This design comes from an exercise in tuning for small area, a short achievable clock period and few clock cycles per item on the open sky130 flow, not from production work.
In this exercise RTL edits were held to simulation tests only and were not proved equivalent to the original.
The clock port is modelled as an ideal driver, which makes a skipped or thinned clock tree look cheaper than it is; a real chip needs a root buffer or a tree.
Power is estimated from default activity; no workload was simulated.

==> flow/design.v <==
package conv_pkg;
    typedef logic [4:0]                         col_addr_t;     
    typedef logic [4:0]                         band_t;
    typedef logic [4:0]                         kernel_t;
    typedef logic [8:0]                         param_addr_t;   
    typedef logic [5-1:0]                 pix_col_t;
    typedef logic signed [8-1:0]    weight_t;
    typedef logic signed [8-1:0]    bias_t;
    typedef logic signed [16-1:0]  sum_t;
    typedef logic [16-1:0]         act_t;          
    typedef enum logic [1:0] {
        SEQ_IDLE,
        SEQ_LOAD,       
        SEQ_SWEEP       
    } seq_state_t;
endpackage
module conv_decode (
    input  logic        sclk,
    input  logic        s_rst_n,
    input  logic        cal_start,
    output logic        busy,
    output logic [4:0]  col,         
    output logic [2:0]  band,
    output logic        kern,
    output logic [3:0]  paddr,       
    output logic [4:0]  pwr,         
    output logic        tag_vld      
);
    logic        act;            
    logic        go;             
    logic        start;
    logic        last_col;
    logic        kern_d;
    logic        t0, t1;
    logic [2:0]  psi, psi_d, psi_p;
    assign start    = cal_start & ~busy;
    assign last_col = (col == 5'(28 - 1));
    assign t0       = act & (col >= 5'(5 - 1));
    assign go       = act & ~(last_col && band == 3'(8 - 1) && kern);
    assign kern_d   = (act && last_col && band == 3'(8 - 1)) ? ~kern : kern;
    assign psi      = kern ? 3'(paddr - 4'd5) : 3'(paddr);
    assign psi_d    = (psi == 3'd0) ? 3'd4 : psi - 3'd1;
    assign psi_p    = (psi == 3'd4) ? 3'd0 : psi + 3'd1;     
    for (genvar q = 0; q < 5; q++) begin : g_pwr
        assign pwr[q] = (psi_p == 3'(5 - 1 - q));
    end
    always_ff @(posedge sclk or negedge s_rst_n) begin
        if (!s_rst_n) begin
            act   <= 1'b0;
            col   <= '0;
            band  <= '0;
            kern  <= 1'b0;
            paddr <= '0;
        end else begin
            act   <= go | start;
            kern  <= kern_d;
            paddr <= (kern_d ? 4'd5 : 4'd0) + 4'(psi_d);
            if (act) begin
                if (last_col) begin
                    col  <= '0;
                    band <= band + 3'd1;     
                end else begin
                    col <= col + 5'd1;
                end
            end else begin
                col <= {4'd0, start};
            end
        end
    end
    always_ff @(posedge sclk or negedge s_rst_n) begin
        if (!s_rst_n) begin
            t1      <= 1'b0;
            tag_vld <= 1'b0;
            busy    <= 1'b0;
        end else begin
            t1      <= t0;
            tag_vld <= t1;
            busy    <= start | go | t0 | t1 | tag_vld;
        end
    end
endmodule
module conv_execute (
    input  logic                sclk,
    input  conv_pkg::pix_col_t  col_data,
    input  conv_pkg::weight_t   param_w_h0,
    input  conv_pkg::weight_t   param_w_h1,
    input  conv_pkg::weight_t   param_w_h2,
    input  conv_pkg::weight_t   param_w_h3,
    input  conv_pkg::weight_t   param_w_h4,
    input  conv_pkg::bias_t     param_bias,
    input  logic [4:0]          pwr,         
    output logic signed [12:0]  sum
);
    logic [5-1:0][5-1:0][7:0] w;    
    logic [5-1:0][5-1:0]      p;    
    logic [7:0]  b;
    logic [12:0] ra, rb;
    always_ff @(posedge sclk) begin
        w <= {w[5-2:0], {param_w_h4, param_w_h3, param_w_h2, param_w_h1, param_w_h0}};
        b <= param_bias;
    end
    for (genvar q = 0; q < 5; q++) begin : g_slot
        always_ff @(posedge sclk) begin
            if (pwr[q])
                p[q] <= col_data;
        end
    end
    logic t1, t2, t3, t4, t5, t6, t7, t8, t9, t10, t11, t12, t13, t14, t15, t16, t17, t18, t19, t20, t21, t22, t23, t24, t25, t26, t27, t28, t29, t30, t31, t32, t33, t34, t35, t36, t37, t38, t39, t40, t41, t42, t43, t44, t45, t46, t47, t48, t49, t50, t51, t52, t53, t54, t55, t56, t57, t58, t59, t60, t61, t62, t63, t64, t65, t66, t67, t68, t69, t70, t71, t72, t73, t74, t75, t76, t77, t78, t79, t80, t81, t82, t83, t84, t85, t86, t87, t88, t89, t90, t91, t92, t93, t94, t95, t96, t97, t98, t99, t100, t101, t102, t103, t104, t105, t106, t107, t108, t109, t110, t111, t112, t113, t114, t115, t116, t117, t118, t119, t120, t121, t122, t123, t124, t125, t126, t127, t128, t129, t130, t131, t132, t133, t134, t135, t136, t137, t138, t139, t140, t141, t142, t143, t144, t145, t146, t147, t148, t149, t150, t151, t152, t153, t154, t155, t156, t157, t158, t159, t160, t161, t162, t163, t164, t165, t166, t167, t168, t169, t170, t171, t172, t173, t174, t175, t176, t177, t178, t179, t180, t181, t182, t183, t184, t185, t186, t187, t188, t189, t190, t191, t192, t193, t194, t195, t196, t197, t198, t199, t200, t201, t202, t203, t204, t205, t206, t207, t208, t209, t210, t211, t212, t213, t214, t215, t216, t217, t218, t219, t220, t221, t222, t223, t224, t225, t226, t227, t228, t229, t230, t231, t232, t233, t234, t235, t236, t237, t238, t239, t240, t241, t242, t243, t244, t245, t246, t247, t248, t249, t250, t251, t252, t253, t254, t255, t256, t257, t258, t259, t260, t261, t262, t263, t264, t265, t266, t267, t268, t269, t270, t271, t272, t273, t274, t275, t276, t277, t278, t279, t280, t281, t282, t283, t284, t285, t286, t287, t288, t289, t290, t291, t292, t293, t294, t295, t296, t297, t298, t299, t300, t301, t302, t303, t304, t305, t306, t307, t308, t309, t310, t311, t312, t313, t314, t315, t316, t317, t318, t319, t320, t321, t322, t323, t324, t325, t326, t327, t328, t329, t330, t331, t332, t333, t334, t335, t336, t337, t338, t339, t340, t341, t342, t343, t344, t345, t346, t347, t348, t349, t350, t351, t352, t353, t354, t355, t356, t357, t358, t359, t360, t361, t362, t363, t364, t365, t366, t367, t368, t369, t370, t371, t372, t373, t374, t375, t376, t377, t378, t379, t380, t381, t382, t383, t384, t385, t386, t387, t388, t389, t390, t391, t392, t393, t394, t395, t396, t397, t398;
    assign {t2, t1} = {1'b0, (p[0][0] & w[0][0][0])} + {1'b0, (p[0][1] & w[0][1][0])} + {1'b0, (p[0][2] & w[0][2][0])};
    assign {t4, t3} = {1'b0, (p[0][3] & w[0][3][0])} + {1'b0, (p[0][4] & w[0][4][0])} + {1'b0, (p[1][0] & w[1][0][0])};
    assign {t6, t5} = {1'b0, (p[1][1] & w[1][1][0])} + {1'b0, (p[1][2] & w[1][2][0])} + {1'b0, (p[1][3] & w[1][3][0])};
    assign t7 = (p[1][4] & w[1][4][0]) ^ (p[2][0] & w[2][0][0]);
    assign t8 = (p[1][4] & w[1][4][0]) & (p[2][0] & w[2][0][0]);
    assign {t10, t9} = {1'b0, (p[0][0] & w[0][0][1])} + {1'b0, (p[0][1] & w[0][1][1])} + {1'b0, (p[0][2] & w[0][2][1])};
    assign {t12, t11} = {1'b0, (p[0][3] & w[0][3][1])} + {1'b0, (p[0][4] & w[0][4][1])} + {1'b0, (p[1][0] & w[1][0][1])};
    assign {t14, t13} = {1'b0, (p[1][1] & w[1][1][1])} + {1'b0, (p[1][2] & w[1][2][1])} + {1'b0, (p[1][3] & w[1][3][1])};
    assign {t16, t15} = {1'b0, (p[1][4] & w[1][4][1])} + {1'b0, (p[2][0] & w[2][0][1])} + {1'b0, (p[2][1] & w[2][1][1])};
    assign {t18, t17} = {1'b0, (p[2][2] & w[2][2][1])} + {1'b0, (p[2][3] & w[2][3][1])} + {1'b0, (p[2][4] & w[2][4][1])};
    assign t19 = (p[3][0] & w[3][0][1]) ^ (p[3][1] & w[3][1][1]);
    assign t20 = (p[3][0] & w[3][0][1]) & (p[3][1] & w[3][1][1]);
    assign {t22, t21} = {1'b0, (p[0][0] & w[0][0][2])} + {1'b0, (p[0][1] & w[0][1][2])} + {1'b0, (p[0][2] & w[0][2][2])};
    assign {t24, t23} = {1'b0, (p[0][3] & w[0][3][2])} + {1'b0, (p[0][4] & w[0][4][2])} + {1'b0, (p[1][0] & w[1][0][2])};
    assign {t26, t25} = {1'b0, (p[1][1] & w[1][1][2])} + {1'b0, (p[1][2] & w[1][2][2])} + {1'b0, (p[1][3] & w[1][3][2])};
    assign {t28, t27} = {1'b0, (p[1][4] & w[1][4][2])} + {1'b0, (p[2][0] & w[2][0][2])} + {1'b0, (p[2][1] & w[2][1][2])};
    assign {t30, t29} = {1'b0, (p[2][2] & w[2][2][2])} + {1'b0, (p[2][3] & w[2][3][2])} + {1'b0, (p[2][4] & w[2][4][2])};
    assign {t32, t31} = {1'b0, (p[3][0] & w[3][0][2])} + {1'b0, (p[3][1] & w[3][1][2])} + {1'b0, (p[3][2] & w[3][2][2])};
    assign t33 = (p[3][3] & w[3][3][2]) ^ (p[3][4] & w[3][4][2]);
    assign t34 = (p[3][3] & w[3][3][2]) & (p[3][4] & w[3][4][2]);
    assign {t36, t35} = {1'b0, (p[0][0] & w[0][0][3])} + {1'b0, (p[0][1] & w[0][1][3])} + {1'b0, (p[0][2] & w[0][2][3])};
    assign {t38, t37} = {1'b0, (p[0][3] & w[0][3][3])} + {1'b0, (p[0][4] & w[0][4][3])} + {1'b0, (p[1][0] & w[1][0][3])};
    assign {t40, t39} = {1'b0, (p[1][1] & w[1][1][3])} + {1'b0, (p[1][2] & w[1][2][3])} + {1'b0, (p[1][3] & w[1][3][3])};
    assign {t42, t41} = {1'b0, (p[1][4] & w[1][4][3])} + {1'b0, (p[2][0] & w[2][0][3])} + {1'b0, (p[2][1] & w[2][1][3])};
    assign {t44, t43} = {1'b0, (p[2][2] & w[2][2][3])} + {1'b0, (p[2][3] & w[2][3][3])} + {1'b0, (p[2][4] & w[2][4][3])};
    assign {t46, t45} = {1'b0, (p[3][0] & w[3][0][3])} + {1'b0, (p[3][1] & w[3][1][3])} + {1'b0, (p[3][2] & w[3][2][3])};
    assign {t48, t47} = {1'b0, (p[3][3] & w[3][3][3])} + {1'b0, (p[3][4] & w[3][4][3])} + {1'b0, (p[4][0] & w[4][0][3])};
    assign {t50, t49} = {1'b0, (p[0][0] & w[0][0][4])} + {1'b0, (p[0][1] & w[0][1][4])} + {1'b0, (p[0][2] & w[0][2][4])};
    assign {t52, t51} = {1'b0, (p[0][3] & w[0][3][4])} + {1'b0, (p[0][4] & w[0][4][4])} + {1'b0, (p[1][0] & w[1][0][4])};
    assign {t54, t53} = {1'b0, (p[1][1] & w[1][1][4])} + {1'b0, (p[1][2] & w[1][2][4])} + {1'b0, (p[1][3] & w[1][3][4])};
    assign {t56, t55} = {1'b0, (p[1][4] & w[1][4][4])} + {1'b0, (p[2][0] & w[2][0][4])} + {1'b0, (p[2][1] & w[2][1][4])};
    assign {t58, t57} = {1'b0, (p[2][2] & w[2][2][4])} + {1'b0, (p[2][3] & w[2][3][4])} + {1'b0, (p[2][4] & w[2][4][4])};
    assign {t60, t59} = {1'b0, (p[3][0] & w[3][0][4])} + {1'b0, (p[3][1] & w[3][1][4])} + {1'b0, (p[3][2] & w[3][2][4])};
    assign {t62, t61} = {1'b0, (p[3][3] & w[3][3][4])} + {1'b0, (p[3][4] & w[3][4][4])} + {1'b0, (p[4][0] & w[4][0][4])};
    assign {t64, t63} = {1'b0, (p[0][0] & w[0][0][5])} + {1'b0, (p[0][1] & w[0][1][5])} + {1'b0, (p[0][2] & w[0][2][5])};
    assign {t66, t65} = {1'b0, (p[0][3] & w[0][3][5])} + {1'b0, (p[0][4] & w[0][4][5])} + {1'b0, (p[1][0] & w[1][0][5])};
    assign {t68, t67} = {1'b0, (p[1][1] & w[1][1][5])} + {1'b0, (p[1][2] & w[1][2][5])} + {1'b0, (p[1][3] & w[1][3][5])};
    assign {t70, t69} = {1'b0, (p[1][4] & w[1][4][5])} + {1'b0, (p[2][0] & w[2][0][5])} + {1'b0, (p[2][1] & w[2][1][5])};
    assign {t72, t71} = {1'b0, (p[2][2] & w[2][2][5])} + {1'b0, (p[2][3] & w[2][3][5])} + {1'b0, (p[2][4] & w[2][4][5])};
    assign {t74, t73} = {1'b0, (p[3][0] & w[3][0][5])} + {1'b0, (p[3][1] & w[3][1][5])} + {1'b0, (p[3][2] & w[3][2][5])};
    assign {t76, t75} = {1'b0, (p[3][3] & w[3][3][5])} + {1'b0, (p[3][4] & w[3][4][5])} + {1'b0, (p[4][0] & w[4][0][5])};
    assign {t78, t77} = {1'b0, (p[0][0] & w[0][0][6])} + {1'b0, (p[0][1] & w[0][1][6])} + {1'b0, (p[0][2] & w[0][2][6])};
    assign {t80, t79} = {1'b0, (p[0][3] & w[0][3][6])} + {1'b0, (p[0][4] & w[0][4][6])} + {1'b0, (p[1][0] & w[1][0][6])};
    assign {t82, t81} = {1'b0, (p[1][1] & w[1][1][6])} + {1'b0, (p[1][2] & w[1][2][6])} + {1'b0, (p[1][3] & w[1][3][6])};
    assign {t84, t83} = {1'b0, (p[1][4] & w[1][4][6])} + {1'b0, (p[2][0] & w[2][0][6])} + {1'b0, (p[2][1] & w[2][1][6])};
    assign {t86, t85} = {1'b0, (p[2][2] & w[2][2][6])} + {1'b0, (p[2][3] & w[2][3][6])} + {1'b0, (p[2][4] & w[2][4][6])};
    assign {t88, t87} = {1'b0, (p[3][0] & w[3][0][6])} + {1'b0, (p[3][1] & w[3][1][6])} + {1'b0, (p[3][2] & w[3][2][6])};
    assign {t90, t89} = {1'b0, (p[3][3] & w[3][3][6])} + {1'b0, (p[3][4] & w[3][4][6])} + {1'b0, (p[4][0] & w[4][0][6])};
    assign {t92, t91} = {1'b0, ~(p[0][0] & w[0][0][7])} + {1'b0, ~(p[0][1] & w[0][1][7])} + {1'b0, ~(p[0][2] & w[0][2][7])};
    assign {t94, t93} = {1'b0, ~(p[0][3] & w[0][3][7])} + {1'b0, ~(p[0][4] & w[0][4][7])} + {1'b0, ~(p[1][0] & w[1][0][7])};
    assign {t96, t95} = {1'b0, ~(p[1][1] & w[1][1][7])} + {1'b0, ~(p[1][2] & w[1][2][7])} + {1'b0, ~(p[1][3] & w[1][3][7])};
    assign {t98, t97} = {1'b0, ~(p[1][4] & w[1][4][7])} + {1'b0, ~(p[2][0] & w[2][0][7])} + {1'b0, ~(p[2][1] & w[2][1][7])};
    assign {t100, t99} = {1'b0, ~(p[2][2] & w[2][2][7])} + {1'b0, ~(p[2][3] & w[2][3][7])} + {1'b0, ~(p[2][4] & w[2][4][7])};
    assign {t102, t101} = {1'b0, ~(p[3][0] & w[3][0][7])} + {1'b0, ~(p[3][1] & w[3][1][7])} + {1'b0, ~(p[3][2] & w[3][2][7])};
    assign {t104, t103} = {1'b0, ~(p[3][3] & w[3][3][7])} + {1'b0, ~(p[3][4] & w[3][4][7])} + {1'b0, ~(p[4][0] & w[4][0][7])};
    assign {t106, t105} = {1'b0, t1} + {1'b0, t3} + {1'b0, t5};
    assign {t108, t107} = {1'b0, t7} + {1'b0, (p[2][1] & w[2][1][0])} + {1'b0, (p[2][2] & w[2][2][0])};
    assign {t110, t109} = {1'b0, (p[2][3] & w[2][3][0])} + {1'b0, (p[2][4] & w[2][4][0])} + {1'b0, (p[3][0] & w[3][0][0])};
    assign {t112, t111} = {1'b0, t2} + {1'b0, t4} + {1'b0, t6};
    assign {t114, t113} = {1'b0, t8} + {1'b0, t9} + {1'b0, t11};
    assign {t116, t115} = {1'b0, t13} + {1'b0, t15} + {1'b0, t17};
    assign {t118, t117} = {1'b0, t19} + {1'b0, (p[3][2] & w[3][2][1])} + {1'b0, (p[3][3] & w[3][3][1])};
    assign t119 = (p[3][4] & w[3][4][1]) ^ (p[4][0] & w[4][0][1]);
    assign t120 = (p[3][4] & w[3][4][1]) & (p[4][0] & w[4][0][1]);
    assign {t122, t121} = {1'b0, t10} + {1'b0, t12} + {1'b0, t14};
    assign {t124, t123} = {1'b0, t16} + {1'b0, t18} + {1'b0, t20};
    assign {t126, t125} = {1'b0, t21} + {1'b0, t23} + {1'b0, t25};
    assign {t128, t127} = {1'b0, t27} + {1'b0, t29} + {1'b0, t31};
    assign {t130, t129} = {1'b0, t33} + {1'b0, (p[4][0] & w[4][0][2])} + {1'b0, (p[4][1] & w[4][1][2])};
    assign t131 = (p[4][2] & w[4][2][2]) ^ (p[4][3] & w[4][3][2]);
    assign t132 = (p[4][2] & w[4][2][2]) & (p[4][3] & w[4][3][2]);
    assign {t134, t133} = {1'b0, t22} + {1'b0, t24} + {1'b0, t26};
    assign {t136, t135} = {1'b0, t28} + {1'b0, t30} + {1'b0, t32};
    assign {t138, t137} = {1'b0, t34} + {1'b0, t35} + {1'b0, t37};
    assign {t140, t139} = {1'b0, t39} + {1'b0, t41} + {1'b0, t43};
    assign {t142, t141} = {1'b0, t45} + {1'b0, t47} + {1'b0, (p[4][1] & w[4][1][3])};
    assign {t144, t143} = {1'b0, (p[4][2] & w[4][2][3])} + {1'b0, (p[4][3] & w[4][3][3])} + {1'b0, (p[4][4] & w[4][4][3])};
    assign {t146, t145} = {1'b0, t36} + {1'b0, t38} + {1'b0, t40};
    assign {t148, t147} = {1'b0, t42} + {1'b0, t44} + {1'b0, t46};
    assign {t150, t149} = {1'b0, t48} + {1'b0, t49} + {1'b0, t51};
    assign {t152, t151} = {1'b0, t53} + {1'b0, t55} + {1'b0, t57};
    assign {t154, t153} = {1'b0, t59} + {1'b0, t61} + {1'b0, (p[4][1] & w[4][1][4])};
    assign {t156, t155} = {1'b0, (p[4][2] & w[4][2][4])} + {1'b0, (p[4][3] & w[4][3][4])} + {1'b0, (p[4][4] & w[4][4][4])};
    assign {t158, t157} = {1'b0, t50} + {1'b0, t52} + {1'b0, t54};
    assign {t160, t159} = {1'b0, t56} + {1'b0, t58} + {1'b0, t60};
    assign {t162, t161} = {1'b0, t62} + {1'b0, t63} + {1'b0, t65};
    assign {t164, t163} = {1'b0, t67} + {1'b0, t69} + {1'b0, t71};
    assign {t166, t165} = {1'b0, t73} + {1'b0, t75} + {1'b0, (p[4][1] & w[4][1][5])};
    assign {t168, t167} = {1'b0, (p[4][2] & w[4][2][5])} + {1'b0, (p[4][3] & w[4][3][5])} + {1'b0, (p[4][4] & w[4][4][5])};
    assign {t170, t169} = {1'b0, t64} + {1'b0, t66} + {1'b0, t68};
    assign {t172, t171} = {1'b0, t70} + {1'b0, t72} + {1'b0, t74};
    assign {t174, t173} = {1'b0, t76} + {1'b0, t77} + {1'b0, t79};
    assign {t176, t175} = {1'b0, t81} + {1'b0, t83} + {1'b0, t85};
    assign {t178, t177} = {1'b0, t87} + {1'b0, t89} + {1'b0, (p[4][1] & w[4][1][6])};
    assign {t180, t179} = {1'b0, (p[4][2] & w[4][2][6])} + {1'b0, (p[4][3] & w[4][3][6])} + {1'b0, (p[4][4] & w[4][4][6])};
    assign {t182, t181} = {1'b0, t78} + {1'b0, t80} + {1'b0, t82};
    assign {t184, t183} = {1'b0, t84} + {1'b0, t86} + {1'b0, t88};
    assign {t186, t185} = {1'b0, t90} + {1'b0, t91} + {1'b0, t93};
    assign {t188, t187} = {1'b0, t95} + {1'b0, t97} + {1'b0, t99};
    assign {t190, t189} = {1'b0, t101} + {1'b0, t103} + {1'b0, ~(p[4][1] & w[4][1][7])};
    assign {t192, t191} = {1'b0, ~(p[4][2] & w[4][2][7])} + {1'b0, ~(p[4][3] & w[4][3][7])} + {1'b0, ~(p[4][4] & w[4][4][7])};
    assign t193 = t92 ^ t94;
    assign t194 = t92 & t94;
    assign {t196, t195} = {1'b0, t105} + {1'b0, t107} + {1'b0, t109};
    assign {t198, t197} = {1'b0, (p[3][1] & w[3][1][0])} + {1'b0, (p[3][2] & w[3][2][0])} + {1'b0, (p[3][3] & w[3][3][0])};
    assign {t200, t199} = {1'b0, t106} + {1'b0, t108} + {1'b0, t110};
    assign {t202, t201} = {1'b0, t111} + {1'b0, t113} + {1'b0, t115};
    assign {t204, t203} = {1'b0, t117} + {1'b0, t119} + {1'b0, (p[4][1] & w[4][1][1])};
    assign {t206, t205} = {1'b0, t112} + {1'b0, t114} + {1'b0, t116};
    assign {t208, t207} = {1'b0, t118} + {1'b0, t120} + {1'b0, t121};
    assign {t210, t209} = {1'b0, t123} + {1'b0, t125} + {1'b0, t127};
    assign t211 = t129 ^ t131;
    assign t212 = t129 & t131;
    assign {t214, t213} = {1'b0, t122} + {1'b0, t124} + {1'b0, t126};
    assign {t216, t215} = {1'b0, t128} + {1'b0, t130} + {1'b0, t132};
    assign {t218, t217} = {1'b0, t133} + {1'b0, t135} + {1'b0, t137};
    assign {t220, t219} = {1'b0, t139} + {1'b0, t141} + {1'b0, t143};
    assign {t222, t221} = {1'b0, t134} + {1'b0, t136} + {1'b0, t138};
    assign {t224, t223} = {1'b0, t140} + {1'b0, t142} + {1'b0, t144};
    assign {t226, t225} = {1'b0, t145} + {1'b0, t147} + {1'b0, t149};
    assign {t228, t227} = {1'b0, t151} + {1'b0, t153} + {1'b0, t155};
    assign {t230, t229} = {1'b0, t146} + {1'b0, t148} + {1'b0, t150};
    assign {t232, t231} = {1'b0, t152} + {1'b0, t154} + {1'b0, t156};
    assign {t234, t233} = {1'b0, t157} + {1'b0, t159} + {1'b0, t161};
    assign {t236, t235} = {1'b0, t163} + {1'b0, t165} + {1'b0, t167};
    assign {t238, t237} = {1'b0, t158} + {1'b0, t160} + {1'b0, t162};
    assign {t240, t239} = {1'b0, t164} + {1'b0, t166} + {1'b0, t168};
    assign {t242, t241} = {1'b0, t169} + {1'b0, t171} + {1'b0, t173};
    assign {t244, t243} = {1'b0, t175} + {1'b0, t177} + {1'b0, t179};
    assign {t246, t245} = {1'b0, t170} + {1'b0, t172} + {1'b0, t174};
    assign {t248, t247} = {1'b0, t176} + {1'b0, t178} + {1'b0, t180};
    assign {t250, t249} = {1'b0, t181} + {1'b0, t183} + {1'b0, t185};
    assign {t252, t251} = {1'b0, t187} + {1'b0, t189} + {1'b0, t191};
    assign {t254, t253} = {1'b0, t182} + {1'b0, t184} + {1'b0, t186};
    assign {t256, t255} = {1'b0, t188} + {1'b0, t190} + {1'b0, t192};
    assign {t258, t257} = {1'b0, t193} + {1'b0, t96} + {1'b0, t98};
    assign {t260, t259} = {1'b0, t100} + {1'b0, t102} + {1'b0, t104};
    assign {t262, t261} = {1'b0, t195} + {1'b0, t197} + {1'b0, (p[3][4] & w[3][4][0])};
    assign t263 = (p[4][0] & w[4][0][0]) ^ (p[4][1] & w[4][1][0]);
    assign t264 = (p[4][0] & w[4][0][0]) & (p[4][1] & w[4][1][0]);
    assign {t266, t265} = {1'b0, t196} + {1'b0, t198} + {1'b0, t199};
    assign {t268, t267} = {1'b0, t201} + {1'b0, t203} + {1'b0, (p[4][2] & w[4][2][1])};
    assign t269 = (p[4][3] & w[4][3][1]) ^ (p[4][4] & w[4][4][1]);
    assign t270 = (p[4][3] & w[4][3][1]) & (p[4][4] & w[4][4][1]);
    assign {t272, t271} = {1'b0, t200} + {1'b0, t202} + {1'b0, t204};
    assign {t274, t273} = {1'b0, t205} + {1'b0, t207} + {1'b0, t209};
    assign {t276, t275} = {1'b0, t211} + {1'b0, (p[4][4] & w[4][4][2])} + {1'b0, b[2]};
    assign {t278, t277} = {1'b0, t206} + {1'b0, t208} + {1'b0, t210};
    assign {t280, t279} = {1'b0, t212} + {1'b0, t213} + {1'b0, t215};
    assign {t282, t281} = {1'b0, t217} + {1'b0, t219} + {1'b0, b[3]};
    assign {t284, t283} = {1'b0, t214} + {1'b0, t216} + {1'b0, t218};
    assign {t286, t285} = {1'b0, t220} + {1'b0, t221} + {1'b0, t223};
    assign {t288, t287} = {1'b0, t225} + {1'b0, t227} + {1'b0, b[4]};
    assign {t290, t289} = {1'b0, t222} + {1'b0, t224} + {1'b0, t226};
    assign {t292, t291} = {1'b0, t228} + {1'b0, t229} + {1'b0, t231};
    assign {t294, t293} = {1'b0, t233} + {1'b0, t235} + {1'b0, b[5]};
    assign {t296, t295} = {1'b0, t230} + {1'b0, t232} + {1'b0, t234};
    assign {t298, t297} = {1'b0, t236} + {1'b0, t237} + {1'b0, t239};
    assign {t300, t299} = {1'b0, t241} + {1'b0, t243} + {1'b0, b[6]};
    assign {t302, t301} = {1'b0, t238} + {1'b0, t240} + {1'b0, t242};
    assign {t304, t303} = {1'b0, t244} + {1'b0, t245} + {1'b0, t247};
    assign {t306, t305} = {1'b0, t249} + {1'b0, t251} + {1'b0, ~b[7]};
    assign {t308, t307} = {1'b0, t246} + {1'b0, t248} + {1'b0, t250};
    assign {t310, t309} = {1'b0, t252} + {1'b0, t253} + {1'b0, t255};
    assign {t312, t311} = {1'b0, t257} + {1'b0, t259} + {1'b0, 1'b1};
    assign {t314, t313} = {1'b0, t254} + {1'b0, t256} + {1'b0, t258};
    assign t315 = t260 ^ t194;
    assign t316 = t260 & t194;
    assign {t318, t317} = {1'b0, t261} + {1'b0, t263} + {1'b0, (p[4][2] & w[4][2][0])};
    assign {t320, t319} = {1'b0, t262} + {1'b0, t264} + {1'b0, t265};
    assign t321 = t267 ^ t269;
    assign t322 = t267 & t269;
    assign {t324, t323} = {1'b0, t266} + {1'b0, t268} + {1'b0, t270};
    assign {t326, t325} = {1'b0, t271} + {1'b0, t273} + {1'b0, t275};
    assign {t328, t327} = {1'b0, t272} + {1'b0, t274} + {1'b0, t276};
    assign {t330, t329} = {1'b0, t277} + {1'b0, t279} + {1'b0, t281};
    assign {t332, t331} = {1'b0, t278} + {1'b0, t280} + {1'b0, t282};
    assign {t334, t333} = {1'b0, t283} + {1'b0, t285} + {1'b0, t287};
    assign {t336, t335} = {1'b0, t284} + {1'b0, t286} + {1'b0, t288};
    assign {t338, t337} = {1'b0, t289} + {1'b0, t291} + {1'b0, t293};
    assign {t340, t339} = {1'b0, t290} + {1'b0, t292} + {1'b0, t294};
    assign {t342, t341} = {1'b0, t295} + {1'b0, t297} + {1'b0, t299};
    assign {t344, t343} = {1'b0, t296} + {1'b0, t298} + {1'b0, t300};
    assign {t346, t345} = {1'b0, t301} + {1'b0, t303} + {1'b0, t305};
    assign {t348, t347} = {1'b0, t302} + {1'b0, t304} + {1'b0, t306};
    assign {t350, t349} = {1'b0, t307} + {1'b0, t309} + {1'b0, t311};
    assign {t352, t351} = {1'b0, t308} + {1'b0, t310} + {1'b0, t312};
    assign {t354, t353} = {1'b0, t313} + {1'b0, t315} + {1'b0, 1'b1};
    assign t355 = t317 ^ (p[4][3] & w[4][3][0]);
    assign t356 = t317 & (p[4][3] & w[4][3][0]);
    assign {t358, t357} = {1'b0, t318} + {1'b0, t319} + {1'b0, t321};
    assign {t360, t359} = {1'b0, t320} + {1'b0, t322} + {1'b0, t323};
    assign {t362, t361} = {1'b0, t324} + {1'b0, t326} + {1'b0, t327};
    assign {t364, t363} = {1'b0, t328} + {1'b0, t330} + {1'b0, t331};
    assign {t366, t365} = {1'b0, t332} + {1'b0, t334} + {1'b0, t335};
    assign {t368, t367} = {1'b0, t336} + {1'b0, t338} + {1'b0, t339};
    assign {t370, t369} = {1'b0, t340} + {1'b0, t342} + {1'b0, t343};
    assign {t372, t371} = {1'b0, t344} + {1'b0, t346} + {1'b0, t347};
    assign {t374, t373} = {1'b0, t348} + {1'b0, t350} + {1'b0, t351};
    assign {t376, t375} = {1'b0, t352} + {1'b0, t354} + {1'b0, t314};
    assign t377 = t355 ^ (p[4][4] & w[4][4][0]);
    assign t378 = t355 & (p[4][4] & w[4][4][0]);
    assign {t380, t379} = {1'b0, t356} + {1'b0, t357} + {1'b0, b[1]};
    assign {t382, t381} = {1'b0, t358} + {1'b0, t359} + {1'b0, t325};
    assign {t384, t383} = {1'b0, t360} + {1'b0, t361} + {1'b0, t329};
    assign {t386, t385} = {1'b0, t362} + {1'b0, t363} + {1'b0, t333};
    assign {t388, t387} = {1'b0, t364} + {1'b0, t365} + {1'b0, t337};
    assign {t390, t389} = {1'b0, t366} + {1'b0, t367} + {1'b0, t341};
    assign {t392, t391} = {1'b0, t368} + {1'b0, t369} + {1'b0, t345};
    assign {t394, t393} = {1'b0, t370} + {1'b0, t371} + {1'b0, t349};
    assign {t396, t395} = {1'b0, t372} + {1'b0, t373} + {1'b0, t353};
    assign {t398, t397} = {1'b0, t374} + {1'b0, t375} + {1'b0, t316};
    assign ra = {1'b1, t398, t396, t394, t392, t390, t388, t386, t384, t382, t380, t378, t377};
    assign rb = {1'b0, t376, t397, t395, t393, t391, t389, t387, t385, t383, t381, t379, b[0]};
    assign sum = ra + rb;
endmodule
module conv_result (
    input  logic                sclk,
    input  logic                s_rst_n,
    input  logic signed [12:0]  sum,
    input  logic                tag_vld,
    output logic [11:0]         act,
    output logic                act_vld
);
    always_ff @(posedge sclk) begin
        act <= sum[12] ? 12'd0 : 12'(sum);
    end
    always_ff @(posedge sclk or negedge s_rst_n) begin
        if (!s_rst_n)
            act_vld <= 1'b0;
        else
            act_vld <= tag_vld;
    end
endmodule
module conv_top (
    input  logic                   sclk,
    input  logic                   s_rst_n,
    input  logic                   cal_start,
    output logic                   busy,
    output conv_pkg::col_addr_t    data_rd_addr,
    output conv_pkg::band_t        row_cnt,
    input  conv_pkg::pix_col_t     col_data,
    output conv_pkg::param_addr_t  param_rd_addr,
    input  conv_pkg::weight_t      param_w_h0,
    input  conv_pkg::weight_t      param_w_h1,
    input  conv_pkg::weight_t      param_w_h2,
    input  conv_pkg::weight_t      param_w_h3,
    input  conv_pkg::weight_t      param_w_h4,
    output conv_pkg::kernel_t      bias_rd_addr,
    input  conv_pkg::bias_t        param_bias,
    output conv_pkg::act_t         conv_rslt_act,
    output logic                   conv_rslt_act_vld
);
    logic [2:0]          band;
    logic                kern;
    logic [3:0]          paddr;
    logic [4:0]          pwr;
    logic                tag_vld;
    logic signed [12:0]  sum;
    logic [11:0]         act;
    assign row_cnt       = {2'b0, band};
    assign param_rd_addr = {5'b0, paddr};
    assign bias_rd_addr  = {4'b0, kern};
    assign conv_rslt_act = {4'b0, act};
    conv_decode u_decode (
        .sclk      (sclk),
        .s_rst_n   (s_rst_n),
        .cal_start (cal_start),
        .busy      (busy),
        .col       (data_rd_addr),
        .band      (band),
        .kern      (kern),
        .paddr     (paddr),
        .pwr       (pwr),
        .tag_vld   (tag_vld)
    );
    conv_execute u_execute (
        .sclk       (sclk),
        .col_data   (col_data),
        .param_w_h0 (param_w_h0),
        .param_w_h1 (param_w_h1),
        .param_w_h2 (param_w_h2),
        .param_w_h3 (param_w_h3),
        .param_w_h4 (param_w_h4),
        .param_bias (param_bias),
        .pwr        (pwr),
        .sum        (sum)
    );
    conv_result u_result (
        .sclk    (sclk),
        .s_rst_n (s_rst_n),
        .sum     (sum),
        .tag_vld (tag_vld),
        .act     (act),
        .act_vld (conv_rslt_act_vld)
    );
endmodule
==> flow/flow/run.sh <==
#!/bin/bash
# Standard synthesis, then flow/polarity.py drops the inverters that
# synthesis leaves between full adders (a full adder is self-dual, so an fa
# cell may work on inverted signals), then the standard layout from the
# edited netlist, with port buffers of fixed cells (flow/pre_resize.tcl) and
# one level less in the clock tree (flow/post_cts.tcl). Make output goes to
# standard_*.log here, each tool's own log to orfs/logs.
set -euo pipefail
R=$PWD/orfs/results/sky130hd/conv_top/base
KN=("BUFFER_PORTS_ARGS=-outputs -buffer_cell sky130_fd_sc_hd__buf_2" "PRE_RESIZE_TCL=$PWD/flow/pre_resize.tcl" "POST_CTS_TCL=$PWD/flow/post_cts.tcl")
if [[ -f flow/knobs.txt ]]; then
  while read -r line; do [[ -n "$line" ]] && KN+=("$line"); done < flow/knobs.txt
fi
bash standard.sh "${KN[@]}" "$R/1_2_yosys.v" > standard_synth.log 2>&1
cp "$R/1_2_yosys.v" "$R/1_2_yosys_std.v"
python3 flow/polarity.py "$R/1_2_yosys_std.v" "$R/1_2_yosys.v" > polarity.log 2>&1
bash standard.sh "${KN[@]}" finish > standard.log 2>&1
==> flow/flow/knobs.txt <==
SETUP_SLACK_MARGIN=21.6
==> flow/flow/polarity.py <==
#!/usr/bin/env python3
"""Removes inverters between full adders in a mapped netlist.

A full adder is self-dual: FA(~a, ~b, ~c) = (~cout, ~sum). Synthesis leaves
many inverters between sky130 fa cells; choosing for each fa cell whether it
works on inverted signals lets most of them go. Only plain inv cells whose
nets are internal are touched; everything else keeps its connections.

usage: polarity.py IN.v OUT.v
"""
import re
import sys
from collections import defaultdict

src = open(sys.argv[1]).read()
mod_start = src.index("module ")
body_start = src.index(";", mod_start) + 1
end = src.rindex("endmodule")
head, body, tail = src[:body_start], src[body_start:end], src[end:]

port_names = set()
for m in re.finditer(r"^\s*(input|output|inout)\s+(\[[^\]]*\]\s*)?(\w+)\s*;", body, re.M):
    port_names.add(m.group(3))

cell_re = re.compile(r"^\s*(sky130_fd_sc_hd__\w+)\s+(\S+)\s*\((.*?)\);\s*$", re.S | re.M)
pin_re = re.compile(r"\.(\w+)\(([^()]*)\)")

cells = []
for m in cell_re.finditer(body):
    pins = [(p, n.strip()) for p, n in pin_re.findall(m.group(3))]
    cells.append({"type": m.group(1), "name": m.group(2), "pins": pins, "span": m.span()})

OUTP = {"X", "Y", "Q", "Q_N", "SUM", "COUT", "HI", "LO"}

def is_port_net(n):
    base = n.split("[")[0].strip()
    return base in port_names

def is_inv(c):
    return re.match(r"sky130_fd_sc_hd__inv_\d+$", c["type"]) is not None

driver = {}
loads = defaultdict(list)
for i, c in enumerate(cells):
    for p, n in c["pins"]:
        if p in OUTP:
            driver[n] = (i, p)
        else:
            loads[n].append((i, p))

# inverters we may remove: internal in and out
inv_ok = set()
for i, c in enumerate(cells):
    if is_inv(c):
        d = dict(c["pins"])
        a, y = d["A"], d["Y"]
        if not is_port_net(a) and not is_port_net(y) and a in driver and not re.match(r"^1'", a):
            inv_ok.add(i)

# a logical signal is a net driven by something other than a removable
# inverter; resolve every net to (signal net, inversion)
def resolve(n):
    inv = 0
    seen = 0
    while n in driver and driver[n][0] in inv_ok and seen < 100:
        n = dict(cells[driver[n][0]]["pins"])["A"]
        inv ^= 1
        seen += 1
    return n, inv

fa_cells = [i for i, c in enumerate(cells) if re.match(r"sky130_fd_sc_hd__fa_\d+$", c["type"])]
# an and2 can become a nand2 and back: its output polarity is free
AND_CELLS = {"sky130_fd_sc_hd__and2_1": 0, "sky130_fd_sc_hd__nand2_1": 1}
AREA = {0: 6.256, 1: 3.7536}
INV_AREA = 3.7536
free_and = {}
for i, c in enumerate(cells):
    if c["type"] in AND_CELLS:
        d = dict(c["pins"])
        outp = "X" if AND_CELLS[c["type"]] == 0 else "Y"
        if set(d) == {"A", "B", outp} and not is_port_net(d[outp]):
            free_and[d[outp]] = i
fa_set = set(fa_cells)
FA_IN = ("A", "B", "CIN")
FA_OUT = ("COUT", "SUM")

# requirements: signal -> list of (load cell, pin, required polarity relative to signal)
req = defaultdict(list)
for i, c in enumerate(cells):
    if i in inv_ok:
        continue
    for p, n in c["pins"]:
        if p in OUTP:
            continue
        s, inv = resolve(n)
        if s in free_and:
            # requirements of a free AND are relative to AND(a, b)
            inv ^= AND_CELLS[cells[free_and[s]]["type"]]
        req[s].append((i, p, inv))
# nets that are ports and driven through removable inverters are excluded above,
# so port loads need no handling: a port net is never an inverter's output here.

flip = {i: 0 for i in fa_cells}

def reqs(s):
    out = set()
    for (i, p, inv) in req[s]:
        out.add(inv ^ (flip[i] if (i in fa_set and p in FA_IN) else 0))
    return out

def and_choice(s):
    rs = reqs(s)
    best = None
    for pol in (1, 0):
        a = AREA[pol] + (INV_AREA if any(r != pol for r in rs) else 0)
        if best is None or a < best[0]:
            best = (a, pol)
    return best

def sig_pol(s):
    if s in free_and:
        return and_choice(s)[1]
    if s in driver and driver[s][0] in fa_set:
        return flip[driver[s][0]]
    return 0

def sig_cost(s):
    if s in free_and:
        return and_choice(s)[0]
    pol = sig_pol(s)
    return INV_AREA if any(r != pol for r in reqs(s)) else 0

def touched(i):
    c = cells[i]
    ss = set()
    for p, n in c["pins"]:
        if p in FA_IN:
            ss.add(resolve(n)[0])
        elif p in FA_OUT:
            ss.add(n)
    return ss

total = sum(sig_cost(s) for s in list(req))
start_total = total
improved = True
rounds = 0
while improved and rounds < 50:
    improved = False
    rounds += 1
    for i in fa_cells:
        ss = touched(i)
        before = sum(sig_cost(s) for s in ss)
        flip[i] ^= 1
        after = sum(sig_cost(s) for s in ss)
        if after < before:
            total += after - before
            improved = True
        else:
            flip[i] ^= 1

def total_cost():
    return sum(sig_cost(s) for s in list(req))

# escape local minima: random restarts of the greedy search from perturbed
# states, keeping the best (deterministic seed)
import random
rng = random.Random(1)
def greedy():
    tot = sum(sig_cost(s) for s in list(req))
    imp = True
    while imp:
        imp = False
        for i in fa_cells:
            ss = touched(i)
            b = sum(sig_cost(s) for s in ss)
            flip[i] ^= 1
            a = sum(sig_cost(s) for s in ss)
            if a < b or (a == b and rng.random() < 0.3):
                tot += a - b
                imp = imp or a < b
            else:
                flip[i] ^= 1
    return tot
best = dict(flip)
best_total = sum(sig_cost(s) for s in list(req))
for it in range(int(__import__("os").environ.get("POL_ITERS", "300"))):
    flip.update(best)
    for i in rng.sample(fa_cells, max(1, len(fa_cells) // 10)):
        flip[i] ^= 1
    t = greedy()
    if t < best_total:
        best_total = t
        best = dict(flip)
flip.update(best)

# rebuild: signals needing an inverted copy get one inverter each
need_inv = {}
k = 0
for s in list(req):
    if any(r != sig_pol(s) for r in reqs(s)):
        k += 1
        need_inv[s] = f"pol_n{k}"

def esc(n):
    # escaped identifiers end at white space
    return n + " " if n.startswith("\\") else n

def net_for(s, r):
    return s if r == sig_pol(s) else need_inv[s]

new_cells_txt = []
for i, c in enumerate(cells):
    if i in inv_ok:
        continue
    pins = []
    ctype = c["type"]
    d = dict(c["pins"])
    and_out = next((n for p, n in c["pins"] if p in OUTP and n in free_and and free_and[n] == i), None)
    if and_out is not None:
        ctype = "sky130_fd_sc_hd__nand2_1" if sig_pol(and_out) else "sky130_fd_sc_hd__and2_1"
    for p, n in c["pins"]:
        if p in OUTP:
            if and_out is not None:
                p = "Y" if sig_pol(and_out) else "X"
            pins.append((p, n))
        else:
            s, inv = resolve(n)
            if s in free_and:
                inv ^= AND_CELLS[cells[free_and[s]]["type"]]
            r = inv ^ (flip[i] if (i in fa_set and p in FA_IN) else 0)
            pins.append((p, net_for(s, r)))
    txt = "  %s %s (\n%s\n  );" % (ctype, c["name"], ",\n".join(f"    .{p}({esc(n)})" for p, n in pins))
    new_cells_txt.append(txt)
for s, nn in need_inv.items():
    new_cells_txt.append("  sky130_fd_sc_hd__inv_1 pol_inv_%s (\n    .A(%s),\n    .Y(%s)\n  );" % (nn[5:], esc(s), nn))

# keep declarations, drop old cell text
decl = cell_re.sub("", body)
decl = re.sub(r"\n\s*\n+", "\n", decl)
wires = "".join(f"  wire {nn};\n" for nn in need_inv.values())
out = head + decl + wires + "\n".join(new_cells_txt) + "\n" + tail
open(sys.argv[2], "w").write(out)
print(f"polarity: {len(inv_ok)} removable inverters, {len(fa_cells)} fa cells, "
      f"{len(free_and)} and/nand cells, {sum(flip.values())} flipped, "
      f"inverters {len(inv_ok)} -> {len(need_inv)}, "
      f"nand2 {sum(1 for x in free_and if sig_pol(x))}, area of inverters and ands {start_total:.1f} -> {total_cost():.1f}")
==> flow/flow/post_cts.tcl <==
# Runs at the end of the CTS step (POST_CTS_TCL). Takes out the middle level
# of the clock tree: the leaf buffers are driven by the root buffer itself,
# which cuts one buffer delay from every register's clock. The tree stays
# balanced: every register is still two buffers from the clock port.
set block [ord::get_db_block]
set port_net [$block findNet sclk]
proc is_clkbuf {inst} {
  return [string match "sky130_fd_sc_hd__clkbuf_*" [[$inst getMaster] getName]]
}
proc out_net {inst} {
  foreach it [$inst getITerms] {
    if {[$it isOutputSignal]} { return [$it getNet] }
  }
  return "NULL"
}
set roots {}
foreach it [$port_net getITerms] {
  set inst [$it getInst]
  if {[is_clkbuf $inst]} { lappend roots $inst }
}
if {[llength $roots] == 1} {
  set root [lindex $roots 0]
  set rnet [out_net $root]
  set mids {}
  set others 0
  foreach it [$rnet getITerms] {
    set inst [$it getInst]
    if {$inst eq $root} { continue }
    if {[is_clkbuf $inst]} { lappend mids $inst } else { incr others }
  }
  puts "post_cts: root [$root getName], [llength $mids] middle buffers, $others other loads"
  foreach mid $mids {
    set mnet [out_net $mid]
    set ok 1
    foreach it [$mnet getITerms] {
      set inst [$it getInst]
      if {$inst eq $mid} { continue }
      if {![is_clkbuf $inst]} { set ok 0 }
    }
    if {!$ok} { puts "post_cts: [$mid getName] drives registers, kept"; continue }
    foreach it [$mnet getITerms] {
      set inst [$it getInst]
      if {$inst eq $mid} { continue }
      $it disconnect
      $it connect $rnet
    }
    puts "post_cts: removed [$mid getName]"
    odb::dbInst_destroy $mid
    odb::dbNet_destroy $mnet
  }
  estimate_parasitics -placement
  report_clock_skew
} else {
  puts "post_cts: [llength $roots] root buffers, tree kept"
}
==> flow/flow/pre_resize.tcl <==
# Runs before the resize step (PRE_RESIZE_TCL). Global placement gave every
# output port a buf_2 (BUFFER_PORTS_ARGS); each input port gets a buf_1 here,
# which the step's repair and the detailed placement then handle as usual.
buffer_ports -inputs -buffer_cell sky130_fd_sc_hd__buf_1
==> flow/standard.sh <==
#!/bin/bash
# synth_recipe.tcl (not shown) runs the flow's synth.tcl, then flattens the netlist and writes it again
# the make line also repeats each setting of config.mk as NAME=value (left out here)
make -C /OpenROAD-flow-scripts/flow DESIGN_CONFIG=/design/flow/config.mk WORK_HOME=/design/flow/orfs CLKGATE_MAP_FILE= SYNTH_SCRIPT=/design/flow/synth_recipe.tcl "${@:-finish}"
==> flow/config.mk <==
export PLATFORM = sky130hd
export DESIGN_NAME = conv_top
export DESIGN_NICKNAME = conv_top
export VERILOG_FILES = /design/flow/design.v
export SDC_FILE = /design/flow/constraint.sdc
export NUM_CORES = 4
export LEC_CHECK = 0
export CAP_MARGIN = 20
export CORE_MARGIN = 2
export CORE_UTILIZATION = 40
export CTS_BUF_LIST = sky130_fd_sc_hd__clkbuf_16
export CTS_CLUSTER_DIAMETER = 100
export CTS_CLUSTER_SIZE = 30
export SLEW_MARGIN = 20
==> flow/constraint.sdc <==
create_clock -name core_clock -period 28.0 [get_ports {sclk}]
set_input_delay 5.6000 -clock core_clock [delete_from_list [all_inputs] [get_ports {sclk}]]
set_output_delay 5.6000 -clock core_clock [all_outputs]
set_load 0.01 [all_outputs]
==> notes.md, run 1 <==
status=complete, no violations; CTS clk-pin slew, worst paths=0.11 ns; FF+latch area=between 0.005 and 0.006 mm²; sw power=0.0007261 W; largest net degree at the start of global routing=32; Setup-failing EPs final=0; final worst-path cycle share=a little under a quarter; Total Wirelength=23,780 µm; post-DP HPWL=19,810 µm; Post-Syn Area=approximately 0.012 mm²; Hold Startpoint=u_execute.w[29]$_DFF_P_; Sequential Power Share=approximately a quarter; fin util=between 40% and 50%; final hold vios=0; switching share of power=between 40% and 50%; DR vias=between 6,000 and 7,000; commonest non-fill, non-tap cell in the layout=dfxtp_1; Combinational Power Share=around three fifths; Clock Latency Late Sink=approximately 0.44 ns; Iteration-0 DRC Markers=between 400 and 500; drt via density=roughly 4.6; worst flop-to-flop path endpoint=u_result.act[0]$_SDFF_PN0_; share of cells above drive strength 1=7.919%; Tot Pwr=0.001704 W; ANT nets after route=0; Clock Skew=roughly 0.023 ns; Syn Inst Count=870; Die H=around 170 µm; Int Pwr=0.0009778 W; I/O Pins=between 90 and 100; core area=0.02870 mm²; Hold EP=u_execute.w[69]$_DFF_P_; Pre-antenna DRT Iters=4; reg2reg setup slack=21.89 ns; vias in the first global route=around 6,900; Antenna diodes=0; Die ar.=0.03054 mm²; clock share of power=~13%; Die Width=approximately 170 µm; CP Buf/Inv Count=1; Clock Sinks=roughly 260; Slew headroom=between 20% and 30%; gr ovfl total=0; max-cap viol count=0; Tmin final=roughly 6.6 ns; Max Fclk=151.3 MHz; first-pass GRT wire length=37,940 µm; antenna violations before repair=0; Slew @ Worst Pin=about 1.2 ns; IO Port Bufs=27; initial cell density of the core=roughly two fifths; Filler Cell Count=between 2,000 and 3,000; cell family with the largest share of critical-path delay=flip-flops; hold path depth=0; Peak supply drop=0.1641 mV; Final TNS setup=0 ns; FP Rows=62; Critical Path, Cell by Cell=buf_2; RSZ-0062 raised after global routing=true; WP data required=22.40 ns; Placer Congestion=roughly 0.85; Pleak=around 5.2 nW; worst min path class=reg2reg; most frequent cells in the layout=dfxtp_1 (218), nand2_1 (192), fa_1 (185), inv_1 (62), buf_1 (55); CP Launch Type=register; area taken by multi-input logic gates=0.005756 mm²; Nets=about 1,300; R2R Path Start=u_execute.p[6]$_DFFE_PN_; crit-path max cell delay=a little over 0.4 ns; drt wl/cell=approximately 17 µm; Residual DRC=0; Critical Path Sink Type=primary output; CP Max Fanout=2; PwrDens=around 130 mW/mm²; critical path class=reg2out; Critical-path top delay cell=dfrtp_1; Syn Area/Cell=between 10 and 15 µm²; cell depth of the worst flop-to-flop path=15; synth warn=3; Total Routing Usage GR=16.80%; CTS tree=built; area grow syn2layout=11.70%; max-slew violation count=0; WP data arrival=1.01 ns
-- per-stage QoR --
stage	cell area, µm²	setup WS, ns	hold slack [ns]	cells
after floorplan	11720	21.75	0.3236	884
after global placement	12200	21.73	0.3287	1277
after detailed placement	12400	21.59	0.3349	1332
after global routing	13030	21.34	0.3535	1369
final	13030	21.39	0.3462	1369
-- registers in the layout, indices dropped and copies added (netlist names) --
signal and flops:
u_execute.w 200, u_execute.p 25, u_result.act 12, u_execute.b 8, u_decode.col 5, u_decode.paddr 4, u_decode.band 3, u_decode.act 1
u_decode.busy 1, u_decode.kern 1, u_decode.t1 1, u_decode.tag_vld 1, u_result.act_vld 1
-- layer usage --
| metal | GRT usage [%] | vias up | part of all wire [%] |
|---|---|---|---|
| li1 | - | 2898 | - |
| met1 | 23.28 | 3163 | 47 |
| met2 | 26.12 | 146 | 46 |
| met3 | 4.286 | 23 | 5.2 |
| met4 | 5.208 | 0 | 1.5 |
| met5 | 0 | - | 0 |
-- power by group through the flow --
stage | sequential [W] | clock, W | combinational (W)
after global placement | 0.000433 | 0 | 0.00103
final | 0.000425 | 0.000228 | 0.00105
after detailed placement | 0.000433 | 0 | 0.00105
after floorplan | 0.000432 | 0 | 0.000861
after global routing | 0.000427 | 0.000249 | 0.00120
-- cell type report --
class,count,share of cell area (%)
multi-input cells,543,44.18
clock buffers,13,2.497
repair buffers,97,3.871
flip-flops and latches,263,43.08
inverters,59,1.700
clock inverters,10,0.9892
well taps,384,3.688
-- worst max-delay path by stage --
stage,startpoint,endpoint,slack [ns],cells after the start
final,u_decode.busy$_DFF_PN0_,busy,21.39,1
after global routing,u_decode.kern$_DFF_PN0_,bias_rd_addr[0],21.34,1
after global placement,cal_start,u_decode.busy$_DFF_PN0_,21.73,3
after detailed placement,s_rst_n,u_decode.col[1]$_DFF_PN0_,21.59,1
after floorplan,cal_start,u_decode.busy$_DFF_PN0_,21.75,3
Testbench counts, summed over its fixed seeds: cycles 21,648, results 18,432.
==> run 2: changes to the inputs <==
==> flow/flow/knobs.txt (replaced) <==
SETUP_SLACK_MARGIN=21.4
==> notes.md, run 2 <==
reg2reg setup slack=approximately 22 ns; largest net degree at the start of global routing=32; R2R Path Start=u_execute.p[8]$_DFFE_PN_; share of cells above drive strength 1=7.622%; Pre-antenna DRT Iters=4; Syn Area/Cell=~13 µm²; drt wl/cell=between 15 and 20 µm; CP Launch Type=register; first-pass GRT wire length=about 38,000 µm; core area=around 0.029 mm²; Critical Path Sink Type=primary output; Slew headroom=a little under a quarter; Syn Inst Count=870; fin util=a little under half; vias in the first global route=approximately 6,900; max-slew violation count=0; Total Routing Usage GR=roughly 17%; PwrDens=roughly 130 mW/mm²; Residual DRC=0; Antenna diodes=0; initial cell density of the core=roughly 41%; max-cap viol count=0; Tmin final=approximately 6.6 ns; Clock Sinks=263; critical path class=reg2out; Clock Latency Late Sink=roughly 0.45 ns; CP Max Fanout=2; drt via density=around 4.5; RSZ-0062 raised after global routing=true; worst flop-to-flop path endpoint=u_result.act[0]$_SDFF_PN0_; Post-Syn Area=about 0.012 mm²; ANT nets after route=0; most frequent cells in the layout=dfxtp_1 (220), nand2_1 (192), fa_1 (185), inv_1 (62), buf_1 (55); Pleak=5.204 nW; Die H=174.8 µm; FP Rows=62; area grow syn2layout=11.45%; WP data required=22.40 ns; CTS clk-pin slew, worst paths=around 0.11 ns; Total Wirelength=~24,000 µm; Clock Skew=0.02289 ns; crit-path max cell delay=~0.4 ns; Setup-failing EPs final=0; Hold EP=u_execute.w[69]$_DFF_P_; status=complete, no violations; DR vias=slightly above 6,000; Tot Pwr=~0.0017 W; antenna violations before repair=0; Peak supply drop=0.1636 mV; I/O Pins=98; Nets=1,255; hold path depth=0; Slew @ Worst Pin=~1.1 ns; Die ar.=0.03054 mm²; Critical Path, Cell by Cell=buf_2; gr ovfl total=0; cell depth of the worst flop-to-flop path=15; final worst-path cycle share=23.61%; Filler Cell Count=roughly 2,600; synth warn=3; biggest regs=u_execute.w (200), u_execute.p (25), u_result.act (12); final hold vios=0; placed cell areas=0.01240 mm²; Placer Congestion=0.8530; Final TNS setup=0 ns; Max Fclk=151.3 MHz; max reg flops=200; worst min path class=reg2reg; cell family with the largest share of critical-path delay=flip-flops; WP data arrival=1.01 ns; IO Port Bufs=27; Hold Startpoint=u_execute.w[29]$_DFF_P_; Final Cell Area=between 0.01 and 0.015 mm²; Die Width=between 150 and 200 µm; Biggest register=u_execute.w; CTS tree=built; CP Buf/Inv Count=1; commonest non-fill, non-tap cell in the layout=dfxtp_1; Iteration-0 DRC Markers=380; Critical-path top delay cell=dfrtp_1; post-DP HPWL=just under 20,000 µm
## run 2: area by class of cell
| cell class | count | area [µm²] | area share (%) |
|---|---|---|---|
| multi-input combinational | 543 | 5748 | 44.22 |
| sequential | 263 | 5609 | 43.16 |
| timing repair buffer | 96 | 484.2 | 3.725 |
| tap | 384 | 480.5 | 3.697 |
| clock buffer | 13 | 325.3 | 2.503 |
| inverter | 59 | 221.5 | 1.704 |
| clock inverter | 10 | 128.9 | 0.9915 |
## run 2: worst max path at each step
stage | cells past startpoint | slack, ns | endpoint | startpoint
final | 1 | 21.39 | busy | u_decode.busy$_DFF_PN0_
after floorplan | 3 | 21.75 | u_decode.busy$_DFF_PN0_ | cal_start
after global routing | 1 | 21.34 | bias_rd_addr[0] | u_decode.kern$_DFF_PN0_
after global placement | 3 | 21.73 | u_decode.busy$_DFF_PN0_ | cal_start
after detailed placement | 1 | 21.59 | u_decode.col[1]$_DFF_PN0_ | s_rst_n
## run 2: power breakdown
part | internal, W | total (W) | switching, W
sequential | 0.000414 | 0.000424 | 0.0000108
combinational | 0.000466 | 0.00104 | 0.000574
clock | 0.0000938 | 0.000228 | 0.000134
total | 0.000974 | 0.00169 | 0.000719
## run 2: through the flow
step	hold slack, ns	std cells	setup WS (ns)
after global routing	0.3535	1368	21.34
final	0.3484	1368	21.39
after floorplan	0.3236	884	21.75
after detailed placement	0.3349	1332	21.59
after global placement	0.3287	1277	21.73
## run 2: per-layer routing
metal	track usage (%)	up-vias	routed length (µm)
li1	-	2893	-
met1	23.28	3126	11360
met2	26.12	142	10860
met3	4.286	27	1190
met4	5.208	0	412
met5	0	-	0
==> run 3: changes to the inputs <==
==> flow/flow/knobs.txt (replaced) <==
SETUP_SLACK_MARGIN=21.4
CTS_ARGS=-sink_clustering_enable -repair_clock_nets -sink_clustering_size 30 -sink_clustering_max_diameter 100 -buf_list sky130_fd_sc_hd__clkbuf_16 -dont_use_dummy_load
==> notes.md, run 3 <==
placed cell count=roughly 1,300; commonest non-fill, non-tap cell in the layout=dfxtp_1; drt via density=~4.5; Clock Latency Late Sink=0.45 ns; antenna violations before repair=0; CP Launch Type=register; worst flop-to-flop path endpoint=u_result.act[0]$_SDFF_PN0_; max-cap viol count=0; vias in the first global route=a little under 7,000; Clock Skew=between 0.04 and 0.05 ns; Clock Sinks=between 200 and 300; FP Rows=62; Critical-path top delay cell=dfrtp_1; drt wl/cell=17.56 µm; Syn Area/Cell=13.41 µm²; WP data required=about 22 ns; max reg flops=200; Pleak=between 5 and 6 nW; IO Port Bufs=27; cell family with the largest share of critical-path delay=flip-flops; core area=~0.029 mm²; Residual DRC=0; Placer Congestion=0.8530; area grow syn2layout=10.41%; Peak supply drop=approximately 0.16 mV; Die Width=approximately 170 µm; status=complete, no violations; Max Fclk=approximately 150 MHz; Iteration-0 DRC Markers=between 400 and 500; Pre-antenna DRT Iters=4; Die H=174.8 µm; max-slew violation count=0; PwrDens=between 100 and 150 mW/mm²; post-DP HPWL=19,810 µm; Nets=1,255; largest net degree at the start of global routing=31; Filler Cell Count=2,654; Final TNS setup=0 ns; gr ovfl total=0; Setup-failing EPs final=0; share of cells above drive strength 1=under 10%; WP data arrival=around 1 ns; Final Instance Count excl. Fillers=1,358; Slew @ Worst Pin=approximately 1.1 ns; I/O Pins=98; Critical Path Sink Type=primary output; DR vias=approximately 6,000; hold path depth=0; Post-Syn Area=approximately 0.012 mm²; Sequential Power Share=25.4%; Hold Startpoint=u_execute.w[57]$_DFF_P_; Critical Path, Cell by Cell=buf_2; Antenna diodes=0; first-pass GRT wire length=about 38,000 µm; Int Pwr=0.0009657 W; sw power=0.0007059 W; RSZ-0062 raised after global routing=true; final hold vios=0; CP Max Fanout=2; Biggest register=u_execute.w; worst min path class=reg2reg; Hold EP=u_execute.w[97]$_DFF_P_; critical path class=reg2out; Syn Inst Count=870; final worst-path cycle share=23.60%; Die ar.=0.03054 mm²; R2R Path Start=u_execute.p[8]$_DFFE_PN_; Total Routing Usage GR=16.80%; crit-path max cell delay=0.41 ns; most frequent cells in the layout=dfxtp_1 (220), nand2_1 (192), fa_1 (185), inv_1 (59), buf_1 (55); cell depth of the worst flop-to-flop path=15; Tmin final=roughly 6.6 ns; CTS clk-pin slew, worst paths=0.11 ns; Slew headroom=approximately a quarter; reg2reg setup slack=~22 ns; ANT nets after route=0; biggest regs=u_execute.w (200), u_execute.p (25), u_result.act (12); synth warn=3; clock share of power=a little under an eighth; Total Wirelength=about 24,000 µm; CP Buf/Inv Count=1; initial cell density of the core=around two fifths; switching share of power=roughly 42%; worst setup path startpoint=u_decode.busy$_DFF_PN0_; Combinational Power Share=between 60% and 70%
run 3: area by class of cell:
class / instances / area, µm² / share of cell area, %
clock buffer: 13 / 325.3 / 2.526
inverter: 59 / 221.5 / 1.720
multi-input combinational: 543 / 5756 / 44.70
sequential: 263 / 5609 / 43.56
tap: 384 / 480.5 / 3.731
timing repair buffer: 96 / 484.2 / 3.761
run 3: per-stage QoR:
step / hold WS [ns] / utilization, % / total power (W) / area [µm²] / setup slack, ns
after detailed placement: 0.3349 / 43.22 / 0.001483 / 12400 / 21.59
after floorplan: 0.3236 / - / 0.001293 / 11720 / 21.75
after global routing: 0.3209 / 44.86 / 0.001847 / 12880 / 21.34
final: 0.3212 / 44.86 / 0.001672 / 12880 / 21.39
after global placement: 0.3287 / 42.50 / 0.001464 / 12200 / 21.73
run 3: power groups by stage:
stage / Combinational (W) / Sequential [W] / Clock [W]
global placement: 0.00103 / 0.000433 / 0
global route: 0.00120 / 0.000427 / 0.000216
finish: 0.00105 / 0.000424 / 0.000195
floorplan: 0.000861 / 0.000432 / 0
detailed placement: 0.00105 / 0.000433 / 0
run 3: worst max path at each step:
stage,end,cells past startpoint
final,busy,1
after global routing,busy,1
after detailed placement,u_decode.col[1]$_DFF_PN0_,1
after global placement,u_decode.busy$_DFF_PN0_,3
after floorplan,u_decode.busy$_DFF_PN0_,3
run 3: metal layers:
metal	global-route usage (%)	share of wire, %	vias up
met5	0	0	-
met4	4.965	1.5	0
met3	4.221	5.2	22
met2	26.33	46	143
met1	23.23	47	3127
li1	-	-	2883

## afterwards: timing with drivers on the ports
Ports are ideal in the flow. The routed layouts listed here were re-timed in OpenROAD. Step 1: set_driving_cell puts a clkbuf_16 on sclk and a buf_2 on each other input, an assumption about the parent block. Step 2 adds t to the input delays and takes it off the output delays; t is the mean of the earliest and latest rising clock arrival at the registers after step 1. Input paths then give back, and output paths get back, about the clock's delay inside the block. a / b / c = ideal ports / drivers / drivers and shift; a / b = the first two.
| run | t (ns) | slack for setup (ns) | worst setup path after step 2 | worst register clock-pin slew, ns | pins driven straight from the clock port |
|---|---|---|---|---|---|
| run 1 | 0.484 | 21.391 / 21.344 / 21.603 | input, reset recovery | 0.11 / 0.11 | 1 |
| run 2 | 0.486 | 21.389 / 21.341 / 21.607 | input, reset recovery | 0.11 / 0.11 | 1 |
| run 3 | 0.468 | 21.391 / 21.343 / 21.581 | input, reset recovery | 0.11 / 0.11 | 1 |
After both steps every run listed still meets setup and hold. Setup slack includes reset recovery checks.
